This design comes from an exercise in tuning for small area and a short achievable clock period on the open sky130 flow, not from production work.
RTL that was checked went through simulation tests only; none was proved equivalent to the original.
Power and IR drop assume default switching activity.

==> flow/design.v (excerpt) <==
module ex_stage (
	input  logic        clk,
	input  logic        arst_n_i,
	input  logic [306:0] ex_in_flat_i,  
	input  logic [31:0] mem_rdata_i,
	input  logic        irq_i,
	input  logic [31:0] irq_addr_i,
	output logic [97:0] mem_flat_o,    
	output logic [82:0] wb_flat_o,     
	output logic [32:0] jump_flat_o    
);
Settings: LEC_CHECK=0, CAP_MARGIN=20, CORE_MARGIN=2, CORE_UTILIZATION=40, SETUP_SLACK_MARGIN=1.5, SLEW_MARGIN=20; clock period 5.0 ns.
standard.sh (not shown) runs the stock make flow with config.mk's settings and CLKGATE_MAP_FILE= SYNTH_SCRIPT=/design/flow/synth_recipe.tcl, a recipe that flattens the netlist after the stock synthesis.
==> flow/flow/run.sh <==
#!/bin/bash
set -e
rm -rf scripts_mod
cp -r "$FLOW_HOME/scripts" scripts_mod
printf 'strash\ndch\namap\ntopo\nstime -c\nbuffer -c\nupsize -c\ndnsize -c\n' > scripts_mod/abc_area.script
export BUFFER_PORTS_ARGS="-buffer_cell sky130_fd_sc_hd__buf_1"
bash standard.sh SCRIPTS_DIR="$PWD/scripts_mod" ABC_AREA=1 ABC_CLOCK_PERIOD_IN_PS=3000 ADDER_MAP_FILE= finish > standard.log 2>&1
Rerun with:
==> flow/flow/run.sh (replaced) <==
#!/bin/bash
set -e
rm -rf scripts_mod
cp -r "$FLOW_HOME/scripts" scripts_mod
printf 'strash\ndch\nmap -a\ntopo\nstime -c\nbuffer -c\nupsize -c\ndnsize -c\n' > scripts_mod/abc_area.script
export BUFFER_PORTS_ARGS="-buffer_cell sky130_fd_sc_hd__buf_1"
bash standard.sh SCRIPTS_DIR="$PWD/scripts_mod" ABC_AREA=1 ABC_CLOCK_PERIOD_IN_PS=3000 ADDER_MAP_FILE= finish > standard.log 2>&1
Settings changed: CORE_UTILIZATION 40 to 55.
Effect:
- design area falls by roughly a tenth
- die area is lower by about a fifth
- clock power is higher by a few percent
- global-route usage rose by 6.4 points
Rerun with:
Settings changed: CORE_UTILIZATION 55 to 40.
After rerunning: First-iteration DRC count decreases by 33%. Via count is lower by 3.0%. Die area rises by 37%. Routed wire length climbs by 7.4%. Global-route usage shrinks by 11 points.
Rerun with:
==> flow/flow/run.sh (replaced) <==
#!/bin/bash
set -e
rm -rf scripts_mod
cp -r "$FLOW_HOME/scripts" scripts_mod
printf 'strash\ndch\nmap -D 2100\ntopo\nstime -c\nbuffer -c\nupsize -c\ndnsize -c\n' > scripts_mod/abc_area.script
export BUFFER_PORTS_ARGS="-buffer_cell sky130_fd_sc_hd__buf_1"
bash standard.sh SCRIPTS_DIR="$PWD/scripts_mod" ABC_AREA=1 ABC_CLOCK_PERIOD_IN_PS=2100 ADDER_MAP_FILE= finish > standard.log 2>&1
Effect:
- utilization fell by 0.32 points
- first-iteration DRC count fell by 2.2%
- wire length rose by 0.52%
- design area hardly moves
- global-route usage rose by 0.61 points
- hold slack gets better by 0.058 ns
- clock-buffer cell count stays the same
- setup slack gets worse by 0.042 ns

== v53 ==
Another version of the RTL of ex_stage (not shown whole).
Size in the first run: about 2500 cells after synthesis, ~120 flip-flops, about 590 I/O pins, roughly 15000 sq um of cells after synthesis.
export LEC_CHECK = 0
export CAP_MARGIN = 20
export CORE_MARGIN = 2
export CORE_UTILIZATION = 40
export SETUP_SLACK_MARGIN = 1.5
export SLEW_MARGIN = 20
create_clock -name core_clock -period 5.0 [get_ports {clk}]
==> flow/flow/run.sh <==
#!/bin/bash
set -e
rm -rf scripts_mod
cp -r "$FLOW_HOME/scripts" scripts_mod
printf 'strash\ndch\nmap -a\ntopo\nstime -c\nbuffer -c\nupsize -c\ndnsize -c\n' > scripts_mod/abc_area.script
export BUFFER_PORTS_ARGS="-buffer_cell sky130_fd_sc_hd__buf_1"
bash standard.sh SCRIPTS_DIR="$PWD/scripts_mod" ABC_AREA=1 ABC_CLOCK_PERIOD_IN_PS=3000 ADDER_MAP_FILE= finish > standard.log 2>&1
v53 closes out successfully: all stages finished, all timing, DRC and antenna checks passed.
Changes in v47 relative to v53:
==> flow/flow/run.sh <==
#!/bin/bash
set -e
rm -rf scripts_mod
cp -r "$FLOW_HOME/scripts" scripts_mod
printf 'strash\ndch\nmap -D 1800\ntopo\nstime -c\nbuffer -c\nupsize -c\ndnsize -c\n' > scripts_mod/abc_area.script
export BUFFER_PORTS_ARGS="-buffer_cell sky130_fd_sc_hd__buf_1"
bash standard.sh SCRIPTS_DIR="$PWD/scripts_mod" ABC_AREA=1 ABC_CLOCK_PERIOD_IN_PS=1800 ADDER_MAP_FILE= finish > standard.log 2>&1
==> notes.md <==
- The core utilization number comes out higher for v53 vs v47.
- From v47 to v53, number of antenna-violating nets in the routed design did not move at all.
- On synthesized cell count, the higher figure sits with v47, not v53.
- Longest individual stage delay on the worst path: v53 and v47 compared, higher one is v47
- Setup slack for v47 is higher than for v53.
- Diff v53 -> v47: power has decreased, fraction of standard cell area in multi-input logic higher, die footprint shows no meaningful change.
Here is what was changed in the inputs of v39 compared with v47.
# v47
export LEC_CHECK = 0
export CAP_MARGIN = 20
export CORE_MARGIN = 2
export CORE_UTILIZATION = 40
export SETUP_SLACK_MARGIN = 1.5
export SLEW_MARGIN = 20
create_clock -name core_clock -period 5.0 [get_ports {clk}]
# v39
export LEC_CHECK = 0
export CAP_MARGIN = 20
export CORE_MARGIN = 2
export CORE_UTILIZATION = 40
export SETUP_SLACK_MARGIN = 1.5
export SLEW_MARGIN = 20
export TNS_END_PERCENT = 10
create_clock -name core_clock -period 5.0 [get_ports {clk}]
==> flow/flow/run.sh <==
#!/bin/bash
set -e
rm -rf scripts_mod
cp -r "$FLOW_HOME/scripts" scripts_mod
printf 'strash\ndch\nmap -a\ntopo\nstime -c\nbuffer -c\nupsize -c\ndnsize -c\n' > scripts_mod/abc_area.script
export BUFFER_PORTS_ARGS="-buffer_cell sky130_fd_sc_hd__buf_1"
bash standard.sh SCRIPTS_DIR="$PWD/scripts_mod" ABC_AREA=1 ABC_CLOCK_PERIOD_IN_PS=3000 ADDER_MAP_FILE= finish > standard.log 2>&1
==> notes.md <==
Against v47 as the reference, v39 delivers a higher largest net degree at the start of global routing.
Looking only at synthesized cell count, and setting everything else aside, the higher value of v39 and v47 goes to v47.
Maximum frequency from static timing analysis for v39: about 4.4% down relative to v47
Relative to v47, distinct cell type count of the synthesized netlist increased by 12 in v39.
v39 falls short of v47 in internal power of the cells.
Max critical-path maximum fanout across v39 and v47: v47
Looking at final cycle utilization of the critical path, v39 sits above v47.
Final design instance area without fill went up by a few percent going from v47 to v39.
For worst hold margin, v39 and v47 come out practically identical.
Status: via count parity (v47, v39)
Function was not checked in any run of this note: the RTL went through the layout flow alone.

Another version of the RTL of ex_stage (not shown whole).
Size: about 2400 cells after synthesis, ~180 flip-flops, ~590 I/O pins.
export LEC_CHECK = 0
export CAP_MARGIN = 20
export CORE_MARGIN = 2
export CORE_UTILIZATION = 40
export SETUP_SLACK_MARGIN = 1.5
export SLEW_MARGIN = 20
create_clock -name core_clock -period 5.0 [get_ports {clk}]
==> flow/flow/run.sh <==
#!/bin/bash
export BUFFER_PORTS_ARGS="-buffer_cell sky130_fd_sc_hd__buf_1"
bash standard.sh > standard.log 2>&1
Then changed:
==> flow/flow/run.sh (replaced) <==
#!/bin/bash
set -e
rm -rf scripts_mod
cp -r "$FLOW_HOME/scripts" scripts_mod
printf 'strash\ndch\nmap -a\ntopo\nstime -c\nbuffer -c\nupsize -c\ndnsize -c\n' > scripts_mod/abc_area.script
export BUFFER_PORTS_ARGS="-buffer_cell sky130_fd_sc_hd__buf_1"
bash standard.sh SCRIPTS_DIR="$PWD/scripts_mod" ABC_AREA=1 ABC_CLOCK_PERIOD_IN_PS=3000 ADDER_MAP_FILE= finish > standard.log 2>&1
Final area decreases by roughly a tenth.
Wire length decreases by a little under a tenth.
Via count decreases slightly.
Clock-buffer cell count does not change.
Power decreases by a little under a tenth.
Sequential share of layout area increases by 2.0 points.
Critical path depth increases by 11.
Worst setup slack gains 0.13 ns.
Synthesized area decreases by roughly a tenth.
First-iteration DRC count decreases by a quarter to a third.
Then changed:
--- a/flow/config.mk
+++ b/flow/config.mk
@@ -11 +11 @@
-export SETUP_SLACK_MARGIN = 1.5
+export SETUP_SLACK_MARGIN = 1.0
=> Sequential share of layout area rose by 1.4 points. Global-route usage fell by 0.89 points. Setup slack degrades by 0.37 ns. Final cell count fell by about 1.8%.
Then changed:
==> flow/flow/run.sh (replaced) <==
#!/bin/bash
set -e
rm -rf scripts_mod
cp -r "$FLOW_HOME/scripts" scripts_mod
printf 'strash\ndch\nmap -a\ntopo\n' > scripts_mod/abc_area.script
export BUFFER_PORTS_ARGS="-buffer_cell sky130_fd_sc_hd__buf_1"
bash standard.sh SCRIPTS_DIR="$PWD/scripts_mod" ABC_AREA=1 ABC_CLOCK_PERIOD_IN_PS=3000 finish > standard.log 2>&1
Result:
- wire length went up by 2.7%
- final area went up by 7.8%
- synthesized cell count went down by 8.9%
- die area went up by 0.92%
- critical path depth went up by 4
- first-iteration DRC count went down by 3.0%

the reference run:
ex_stage, a different RTL version from the one above (not shown whole).
Size: roughly 590 I/O pins, about 0.016 mm² of cells after synthesis.
## ex_stage
module ex_stage (
	input  logic        clk,
	input  logic        arst_n_i,
	input  logic [306:0] ex_in_flat_i,  
	input  logic [31:0] mem_rdata_i,
	input  logic        irq_i,
	input  logic [31:0] irq_addr_i,
	output logic [97:0] mem_flat_o,    
	output logic [82:0] wb_flat_o,     
	output logic [32:0] jump_flat_o    
);
Settings: LEC_CHECK=0, CAP_MARGIN=20, CORE_MARGIN=2, CORE_UTILIZATION=40, SETUP_SLACK_MARGIN=2.0, SLEW_MARGIN=20; clock period 5.0 ns.
==> flow/flow/run.sh <==
#!/bin/bash
set -e
rm -rf scripts_mod
cp -r "$FLOW_HOME/scripts" scripts_mod
printf 'strash\ndch\nmap -a\ntopo\nstime -c\nbuffer -c\nupsize -c\ndnsize -c\n' > scripts_mod/abc_area.script
export BUFFER_PORTS_ARGS="-buffer_cell sky130_fd_sc_hd__buf_1"
bash standard.sh SCRIPTS_DIR="$PWD/scripts_mod" ABC_AREA=1 ABC_CLOCK_PERIOD_IN_PS=3000 ADDER_MAP_FILE= finish > standard.log 2>&1
[inputs] the trial run vs the reference run
- a change of SETUP_SLACK_MARGIN from 2.0 to 1.5
==> flow/flow/run.sh <==
#!/bin/bash
set -e
rm -rf scripts_mod
cp -r "$FLOW_HOME/scripts" scripts_mod
printf 'strash\ndch\nif -K 4\nstrash\nmap -a\ntopo\nstime -c\nbuffer -c\nupsize -c\ndnsize -c\n' > scripts_mod/abc_area.script
export BUFFER_PORTS_ARGS="-buffer_cell sky130_fd_sc_hd__buf_1"
bash standard.sh SCRIPTS_DIR="$PWD/scripts_mod" ABC_AREA=1 ABC_CLOCK_PERIOD_IN_PS=3000 ADDER_MAP_FILE= finish > standard.log 2>&1
==> comparison <==
Any difference in number of synthesized flops with an enable pin between the reference run and the trial run is small enough to ignore.
Taking the reference run as the reference, in the trial run time the worst path needs with I/O delays and setup higher, half-perimeter wire length after placement shows an increase of about 6%, post-synthesis mux area share saw an increase.
The trial run vs the reference run — routed wire length climbed slightly
On reported leakage power, the reference run loses to the trial run.
Looking at worst min-delay path category, the input pin to register result is from the reference run; the input pin to async pin one comes from the trial run.
Relative to the reference run, post-route fraction of the period consumed by the critical path increased by 2.5 points in the trial run.
No run of this note included a check of the RTL's function; only the layout flow was run.

RTL: one of the versions met above, not the one the previous note started from.
For scale: roughly 2700 cells after synthesis, ~590 I/O pins.
==> flow/config.mk <==
export PLATFORM = sky130hd
export DESIGN_NAME = ex_stage
export DESIGN_NICKNAME = ex_stage
export VERILOG_FILES = /design/flow/design.v
export SDC_FILE = /design/flow/constraint.sdc
export NUM_CORES = 4
export LEC_CHECK = 0
export CAP_MARGIN = 20
export CORE_MARGIN = 2
export CORE_UTILIZATION = 40
export SETUP_SLACK_MARGIN = 1.4
export SLEW_MARGIN = 20
==> flow/constraint.sdc <==
create_clock -name core_clock -period 5.0 [get_ports {clk}]
set_input_delay 1.0000 -clock core_clock [delete_from_list [all_inputs] [get_ports {clk}]]
set_output_delay 1.0000 -clock core_clock [all_outputs]
set_load 0.01 [all_outputs]
==> flow/flow/run.sh <==
#!/bin/bash
set -e
rm -rf scripts_mod
cp -r "$FLOW_HOME/scripts" scripts_mod
printf 'strash\ndch\nmap -D 1800\ntopo\nstime -c\nbuffer -c\nupsize -c\ndnsize -c\n' > scripts_mod/abc_area.script
export BUFFER_PORTS_ARGS="-buffer_cell sky130_fd_sc_hd__buf_1"
bash standard.sh SCRIPTS_DIR="$PWD/scripts_mod" ABC_AREA=1 ABC_CLOCK_PERIOD_IN_PS=1800 ADDER_MAP_FILE= finish > standard.log 2>&1
==> next run, changes <==
==> flow/flow/run.sh (replaced) <==
#!/bin/bash
set -e
rm -rf scripts_mod
cp -r "$FLOW_HOME/scripts" scripts_mod
printf 'strash\ndch\nmap -a\ntopo\nstime -c\nbuffer -c\nupsize -c\ndnsize -c\n' > scripts_mod/abc_area.script
export BUFFER_PORTS_ARGS="-buffer_cell sky130_fd_sc_hd__buf_1"
bash standard.sh SCRIPTS_DIR="$PWD/scripts_mod" ABC_AREA=1 ABC_CLOCK_PERIOD_IN_PS=3000 ADDER_MAP_FILE= RECOVER_POWER=100 finish > standard.log 2>&1
--- a/flow/config.mk
+++ b/flow/config.mk
@@ -11 +11 @@
-export SETUP_SLACK_MARGIN = 1.4
+export SETUP_SLACK_MARGIN = 1.5
Now the flow finished but fails on max-capacitance violations, max-slew violations.
Hold slack improves by 0.036 ns.
Synthesized area decreases by about 1.1%.
Via count hardly moves.
Core utilization increases by 1.3 points.
Routed wire length decreases by 0.36%.
Synthesized cell count stays flat.
Non-clock buffer count increases by 21.
Power increases by 3.4%.
Final area increases by 1.7%.
Maximum frequency decreases by about 13%.
==> next run, changes <==
--- a/flow/flow/run.sh
+++ b/flow/flow/run.sh
@@ -7 +7 @@
-bash standard.sh SCRIPTS_DIR="$PWD/scripts_mod" ABC_AREA=1 ABC_CLOCK_PERIOD_IN_PS=3000 ADDER_MAP_FILE= RECOVER_POWER=100 finish > standard.log 2>&1
+bash standard.sh SCRIPTS_DIR="$PWD/scripts_mod" ABC_AREA=1 ABC_CLOCK_PERIOD_IN_PS=3000 ADDER_MAP_FILE= finish > standard.log 2>&1
--- a/flow/config.mk
+++ b/flow/config.mk
@@ -10,0 +11 @@
+export GPL_TIMING_DRIVEN = 0
What happened:
- The new run finished with timing, DRC and antenna clean
- cell area came out higher by a few percent
- total power came out higher by a few percent
- setup slack is better by 0.52 ns
- clock-buffer cell count came out higher by 1
- combinational power came out higher by a few percent
- worst hold slack is worse by 0.13 ns
- sequential share of layout area came out lower by 0.69 points
- non-clock buffer count came out higher by 46
- die area stays the same
- sequential power hardly moves
==> next run, changes <==
==> flow/flow/run.sh (replaced) <==
#!/bin/bash
set -e
rm -rf scripts_mod
cp -r "$FLOW_HOME/scripts" scripts_mod
printf 'strash\ndch\nmap -D 1800\ntopo\nstime -c\nbuffer -c\nupsize -c\ndnsize -c\n' > scripts_mod/abc_area.script
export BUFFER_PORTS_ARGS="-buffer_cell sky130_fd_sc_hd__buf_1"
bash standard.sh SCRIPTS_DIR="$PWD/scripts_mod" ABC_AREA=1 ABC_CLOCK_PERIOD_IN_PS=1800 ADDER_MAP_FILE= finish > standard.log 2>&1
--- a/flow/config.mk
+++ b/flow/config.mk
@@ -10,2 +10 @@
-export CORE_UTILIZATION = 40
-export GPL_TIMING_DRIVEN = 0
+export CORE_UTILIZATION = 50
What happened: Cell area goes down by a few percent. Routed wire length goes down by roughly a tenth. Count of clock-buffer cells in the layout goes down by 1. Power goes down by a few percent. Setup slack improves by 0.10 ns. Area after synthesis goes up slightly. Combinational power goes down by a little under a tenth. Clock power stays flat. Die area goes down by about a fifth. Global-route usage goes up by 4.9 points.

ex_stage again, from the RTL that the note above started with.
clock: 5.0 ns
lec_check: 0
cap_margin: 20
core_margin: 2
core_utilization: 40
setup_slack_margin: 1.5
slew_margin: 20
tns_end_percent: 10
==> flow/flow/run.sh <==
#!/bin/bash
set -e
rm -rf scripts_mod
cp -r "$FLOW_HOME/scripts" scripts_mod
printf 'strash\ndch\nmap -a\ntopo\nstime -c\nbuffer -c\nupsize -c\ndnsize -c\n' > scripts_mod/abc_area.script
export BUFFER_PORTS_ARGS="-buffer_cell sky130_fd_sc_hd__buf_1"
bash standard.sh SCRIPTS_DIR="$PWD/scripts_mod" ABC_AREA=1 ABC_CLOCK_PERIOD_IN_PS=3000 ADDER_MAP_FILE= finish > standard.log 2>&1
The baseline completed with no timing, DRC or antenna violations.
Edit:
==> flow/flow/run.sh (replaced) <==
#!/bin/bash
set -e
rm -rf scripts_mod
cp -r "$FLOW_HOME/scripts" scripts_mod
printf 'strash\ndch\nmap -D 1500\ntopo\nstime -c\nbuffer -c\nupsize -c\ndnsize -c\n' > scripts_mod/abc_area.script
export BUFFER_PORTS_ARGS="-buffer_cell sky130_fd_sc_hd__buf_1"
bash standard.sh SCRIPTS_DIR="$PWD/scripts_mod" ABC_AREA=1 ABC_CLOCK_PERIOD_IN_PS=1500 ADDER_MAP_FILE= finish > standard.log 2>&1
TNS_END_PERCENT = default   (was 10)
What happened: The new run finished clean; core utilization went down by 2.2 points; die area increases by 3.3%; routed wire length is higher by about 0.54%; hold slack gets worse by 85 ps; final cell count goes up by about 0.6%; combinational power shrinks by about 4%; final area is lower by 1.2%; total power went up by about 3%; clock-buffer cell count does not change; fmax barely changes.
Edit:
==> flow/flow/run.sh (replaced) <==
#!/bin/bash
set -e
rm -rf scripts_mod
cp -r "$FLOW_HOME/scripts" scripts_mod
printf 'strash\ndch\nmap -a\ntopo\nstime -c\nbuffer -c\nupsize -c\ndnsize -c\n' > scripts_mod/abc_area.script
export BUFFER_PORTS_ARGS="-buffer_cell sky130_fd_sc_hd__buf_1"
bash standard.sh SCRIPTS_DIR="$PWD/scripts_mod" ABC_AREA=1 ABC_CLOCK_PERIOD_IN_PS=3000 ADDER_MAP_FILE= finish > standard.log 2>&1
CTS_CLUSTER_SIZE = 40   (was default)
Via count went down by 2.3%.
Final area went up by 1.3%.
Clock-buffer cell count does not change.
Core utilization went up by 2.2 points.
Area after synthesis went down by about 3.2%.
Sequential cell count is unchanged.
Edit:
--- a/flow/flow/run.sh
+++ b/flow/flow/run.sh
@@ -6,0 +7,3 @@
+# Timing-driven global placement keeps none of its trial buffering; the
+# timing repair after placement adds what is needed.
+export GPL_KEEP_OVERFLOW=0
CTS_CLUSTER_SIZE = default   (was 40)
=> Die area does not change. Design area is higher by 2.8%. Routed wire length is higher by 1.7%. Via count goes up by 1.0%. Synthesized cell count does not change. Maximum frequency is lower by 1.6%.
Edit:
==> flow/flow/run.sh (replaced) <==
#!/bin/bash
set -e
rm -rf scripts_mod
cp -r "$FLOW_HOME/scripts" scripts_mod
printf 'strash\ndch\nmap -D 1800\ntopo\nstime -c\nbuffer -c\nupsize -c\ndnsize -c\n' > scripts_mod/abc_area.script
export BUFFER_PORTS_ARGS="-buffer_cell sky130_fd_sc_hd__buf_1"
bash standard.sh SCRIPTS_DIR="$PWD/scripts_mod" ABC_AREA=1 ABC_CLOCK_PERIOD_IN_PS=1800 ADDER_MAP_FILE= finish > standard.log 2>&1
Outcome:
- worst setup slack improved by 78 ps
- core utilization is lower by 3.1 points
- maximum frequency goes up by 2.2%
- cell area fell by 5.1%

## what the ideal ports hide
Ports are ideal in the flow. The routed layouts listed here were re-timed in OpenROAD. Step 1, drivers: a clkbuf_16 drives clk and a buf_2 each remaining input, both assumed. Step 2, shift: input delay + t, output delay - t, t = (earliest + latest rising clock arrival at the registers) / 2. This alone moves slack from input paths to output paths. a / b / c = ideal ports / drivers / drivers and shift; a / b = the first two.
run | shift t [ns] | slack for setup (ns) | cell pins on the clock port's net
the first run of note 1 | 0.503 | 0.979 / 0.977 / 0.474 | 1
the second run of note 1 | 0.494 | 1.432 / 1.419 / 0.924 | 1
the third run of note 1 | 0.516 | 1.494 / 1.494 / 0.978 | 1
the fourth run of note 1 | 0.540 | 1.452 / 1.480 / 0.940 | 1
v53 | 0.508 | 1.455 / 1.454 / 0.945 | 1
v47 | 0.508 | 1.527 / 1.521 / 1.013 | 1
v39 | 0.510 | 1.369 / 1.373 / 0.862 | 1
the first run of note 3 | 0.569 | 1.335 / 1.300 / 0.731 | 1
the second run of note 3 | 0.530 | 1.466 / 1.430 / 0.900 | 1
the third run of note 3 | 0.554 | 1.097 / 1.102 / 0.548 | 1
the fourth run of note 3 | 0.527 | 1.052 / 1.053 / 0.526 | 1
the reference run | 0.570 | 1.505 / 1.535 / 0.965 | 1
the trial run | 0.539 | 1.381 / 1.418 / 0.879 | 1
the first run of note 5 | 0.557 | 1.441 / 1.411 / 0.903 | 1
the second run of note 5 | 0.516 | 0.913 / 0.873 / 0.357 | 1
the third run of note 5 | 0.514 | 1.428 / 1.433 / 0.919 | 1
the fourth run of note 5 | 0.506 | 1.528 / 1.488 / 0.982 | 1
the first run of note 6 | 0.519 | 1.468 / 1.437 / 0.918 | 1
the second run of note 6 | 0.562 | 1.479 / 1.519 / 0.957 | 1
the third run of note 6 | 0.516 | 1.494 / 1.494 / 0.978 | 1
the fourth run of note 6 | 0.506 | 1.435 / 1.352 / 0.846 | 1
the fifth run of note 6 | 0.552 | 1.513 / 1.517 / 0.965 | 1
For the first run of note 3, which loses most, drivers alone change the setup slack by -0.035 ns; drivers and shift together by -0.604 ns.
